From an optimization exercise on the open Yosys and OpenROAD flow, aimed at small area; shortcuts taken in it are not production practice. Only simulation tests tie the RTL to the original design; equivalence was not proved. Power figures rest on the tool's default switching activity, not on a simulated workload. The flow treats the clock pin as an ideal source, which a real chip does not have.

==> module dmem_responder, before the edit <==
module dmem_responder (
  input  logic        clk,
  input  logic        rst,
  input  logic        mem_write,
  input  logic [31:0] address,
  input  logic [31:0] write_data,
  output logic [31:0] read_data,
  output logic        log_valid,
  input  logic        log_ready,
  output logic [31:0] log_addr,
  output logic [31:0] log_data,
  output logic        log_overflow,
  output logic        misaligned,
  output logic        done
);
  logic [31:0] ram_q [64];
  logic [5:0] idx;
  logic is_mmio, aligned, ram_we, log_push, fifo_empty, fifo_ovf;
  logic ovf_q, mis_q, done_q;
  logic [63:0] wsel, rsel;
  logic [61:0] head;
  logic [31:0] z [22];
  logic [31:0] o [6];
  logic [31:0] m0, m1, m2;
  logic phase_q, rd_inv;
  logic [31:0] wdx, rd_raw;
  always_comb begin
    idx = address[7:2];
    is_mmio = |address[31:10];
    aligned = address[1:0] == 2'b00;
    ram_we = mem_write && aligned && !is_mmio;
    log_push = mem_write && aligned && is_mmio;
    for (int w = 0; w < 64; w++) begin
      wsel[w] = ram_we && idx == 6'(w);
      rsel[w] = !is_mmio && idx == 6'(w);
    end
    wdx = write_data ^ {32{phase_q}};
    rd_inv = phase_q && !is_mmio;
    read_data = rd_raw ^ {32{rd_inv}};
    log_valid = !fifo_empty;
    log_addr = {head[61:32], 2'b00};
    log_data = head[31:0];
    log_overflow = ovf_q;
    misaligned = mis_q;
    done = done_q;
  end
  for (genvar w = 0; w < 64; w++) begin : g_word
    flip_word #(.W(32)) u_word (.clk(clk), .we(wsel[w]), .nwe(!wsel[w]), .wdx(wdx), .q(ram_q[w]));
  end
  for (genvar g = 0; g < 21; g++) begin : g_rd3
    aoi222_w #(.W(32)) u_aoi (.a(ram_q[3*g]), .sa(rsel[3*g]), .b(ram_q[3*g+1]), .sb(rsel[3*g+1]),
                              .c(ram_q[3*g+2]), .sc(rsel[3*g+2]), .y(z[g]));
  end
  nand2_w #(.W(32)) u_rd63 (.a(ram_q[63]), .b({32{rsel[63]}}), .y(z[21]));
  for (genvar k = 0; k < 5; k++) begin : g_rd4
    nand4_w #(.W(32)) u_nand (.a(z[4*k]), .b(z[4*k+1]), .c(z[4*k+2]), .d(z[4*k+3]), .y(o[k]));
  end
  nand2_w #(.W(32)) u_rd_n5 (.a(z[20]), .b(z[21]), .y(o[5]));
  nor2_w #(.W(32)) u_rd_m0 (.a(o[0]), .b(o[1]), .y(m0));
  nor2_w #(.W(32)) u_rd_m1 (.a(o[2]), .b(o[3]), .y(m1));
  nor2_w #(.W(32)) u_rd_m2 (.a(o[4]), .b(o[5]), .y(m2));
  nand3_w #(.W(32)) u_rd_out (.a(m0), .b(m1), .c(m2), .y(rd_raw));
  always_ff @(posedge clk) phase_q <= !phase_q;
  always_ff @(posedge clk or negedge rst)
    if (!rst) begin
      ovf_q <= 1'b0;
      mis_q <= 1'b0;
      done_q <= 1'b0;
    end else begin
      ovf_q <= ovf_q || fifo_ovf;
      mis_q <= mis_q || (mem_write && !aligned);
      done_q <= done_q || (mem_write && address == dmem_pkg::PASS_ADDR && write_data == dmem_pkg::PASS_DATA);
    end
  store_log_fifo u_fifo (
    .clk_i      (clk),
    .rst_ni     (rst),
    .push_i     (log_push),
    .data_i     ({address[31:2], write_data}),
    .pop_i      (log_valid && log_ready),
    .head_o     (head),
    .empty_o    (fifo_empty),
    .overflow_o (fifo_ovf)
  );
endmodule
==> module flip_word, before the edit <==
module flip_word #(
  parameter int W = 32
) (
  input  logic         clk,
  input  logic         we,
  input  logic         nwe,
  input  logic [W-1:0] wdx,
  output logic [W-1:0] q
);
  always_ff @(posedge clk) q <= ~((q | {W{we}}) & (wdx | {W{nwe}}));
endmodule
clock: 8.0 ns
lec_check: 0
cap_margin: 20
core_margin: 2
core_utilization: 70
slew_margin: 20
synth_hierarchical: 1
standard.sh (not shown) runs the stock make flow with config.mk's settings and CLKGATE_MAP_FILE= SYNTH_SCRIPT=/design/flow/synth_recipe.tcl, a recipe that flattens the netlist after the stock synthesis.
==> flow/flow/run.sh <==
#!/bin/bash
# The standard layout, with plain buffers on the ports and a clock tree
# without dummy loads.
set -euo pipefail
export BUFFER_PORTS_ARGS="-buffer_cell sky130_fd_sc_hd__buf_2"
export CTS_ARGS="-sink_clustering_enable -repair_clock_nets -sink_clustering_size 28 -sink_clustering_max_diameter 150 -dont_use_dummy_load"
bash standard.sh > standard_flow.log 2>&1
The starting point finished with timing, DRC and antenna clean.
Next try:
--- a/flow/design.v
+++ b/flow/design.v
@@ -120,34 +120,29 @@
   logic [63:0] wsel, rsel;
   logic [61:0] head;
   logic [31:0] z [22];
   logic [31:0] o [6];
   logic [31:0] m0, m1, m2;
-  logic phase_q, rd_inv;
-  logic [31:0] wdx, rd_raw;
   always_comb begin
     idx = address[7:2];
     is_mmio = |address[31:10];
     aligned = address[1:0] == 2'b00;
     ram_we = mem_write && aligned && !is_mmio;
     log_push = mem_write && aligned && is_mmio;
     for (int w = 0; w < 64; w++) begin
       wsel[w] = ram_we && idx == 6'(w);
       rsel[w] = !is_mmio && idx == 6'(w);
     end
-    wdx = write_data ^ {32{phase_q}};
-    rd_inv = phase_q && !is_mmio;
-    read_data = rd_raw ^ {32{rd_inv}};
     log_valid = !fifo_empty;
     log_addr = {head[61:32], 2'b00};
     log_data = head[31:0];
     log_overflow = ovf_q;
     misaligned = mis_q;
     done = done_q;
   end
   for (genvar w = 0; w < 64; w++) begin : g_word
-    flip_word #(.W(32)) u_word (.clk(clk), .we(wsel[w]), .nwe(!wsel[w]), .wdx(wdx), .q(ram_q[w]));
+    hold_word #(.W(32)) u_word (.clk(clk), .we(wsel[w]), .nwe(!wsel[w]), .wd(write_data), .q(ram_q[w]));
   end
   for (genvar g = 0; g < 21; g++) begin : g_rd3
     aoi222_w #(.W(32)) u_aoi (.a(ram_q[3*g]), .sa(rsel[3*g]), .b(ram_q[3*g+1]), .sb(rsel[3*g+1]),
                               .c(ram_q[3*g+2]), .sc(rsel[3*g+2]), .y(z[g]));
   end
@@ -157,12 +152,11 @@
   end
   nand2_w #(.W(32)) u_rd_n5 (.a(z[20]), .b(z[21]), .y(o[5]));
   nor2_w #(.W(32)) u_rd_m0 (.a(o[0]), .b(o[1]), .y(m0));
   nor2_w #(.W(32)) u_rd_m1 (.a(o[2]), .b(o[3]), .y(m1));
   nor2_w #(.W(32)) u_rd_m2 (.a(o[4]), .b(o[5]), .y(m2));
-  nand3_w #(.W(32)) u_rd_out (.a(m0), .b(m1), .c(m2), .y(rd_raw));
-  always_ff @(posedge clk) phase_q <= !phase_q;
+  nand3_w #(.W(32)) u_rd_out (.a(m0), .b(m1), .c(m2), .y(read_data));
   always_ff @(posedge clk or negedge rst)
     if (!rst) begin
       ovf_q <= 1'b0;
       mis_q <= 1'b0;
       done_q <= 1'b0;
@@ -180,16 +174,5 @@
     .head_o     (head),
     .empty_o    (fifo_empty),
     .overflow_o (fifo_ovf)
   );
 endmodule
-module flip_word #(
-  parameter int W = 32
-) (
-  input  logic         clk,
-  input  logic         we,
-  input  logic         nwe,
-  input  logic [W-1:0] wdx,
-  output logic [W-1:0] q
-);
-  always_ff @(posedge clk) q <= ~((q | {W{we}}) & (wdx | {W{nwe}}));
-endmodule
What happened:
- The changed run completed without violations
- synthesized area climbs by 7.2%
- power barely changes
- combinational power is about the same
- clock power stays flat
- non-clock buffer count climbs by 42

## afterwards: timing with drivers on the ports
The results above use ideal ports. As a check the final layouts listed here were re-extracted and re-timed, cells and wires unchanged.
Step 1, drivers: a clkbuf_16 drives clk and a buf_2 each remaining input, both assumed.
Step 2 moves the port delays by t, midway between the first and last clock arrival at a register: inputs arrive t later, outputs are due t later. That takes back most of the time a late clock gives input paths.
Three values: ideal ports, drivers, drivers and shift; two values: the first two.
| run | t, ns | setup slack, ns | hold slack, ns |
|---|---|---|---|
| the first run | 0.786 | 0.300 / 0.281 / 0.281 | 0.448 / 0.448 / 0.448 |
| the second run | 0.791 | 0.293 / 0.267 / 0.267 | 0.489 / 0.489 / 0.489 |
After both steps every run listed still meets setup and hold. For the second run, which loses most, drivers alone change the setup slack by -0.026 ns; drivers and shift together by -0.026 ns.
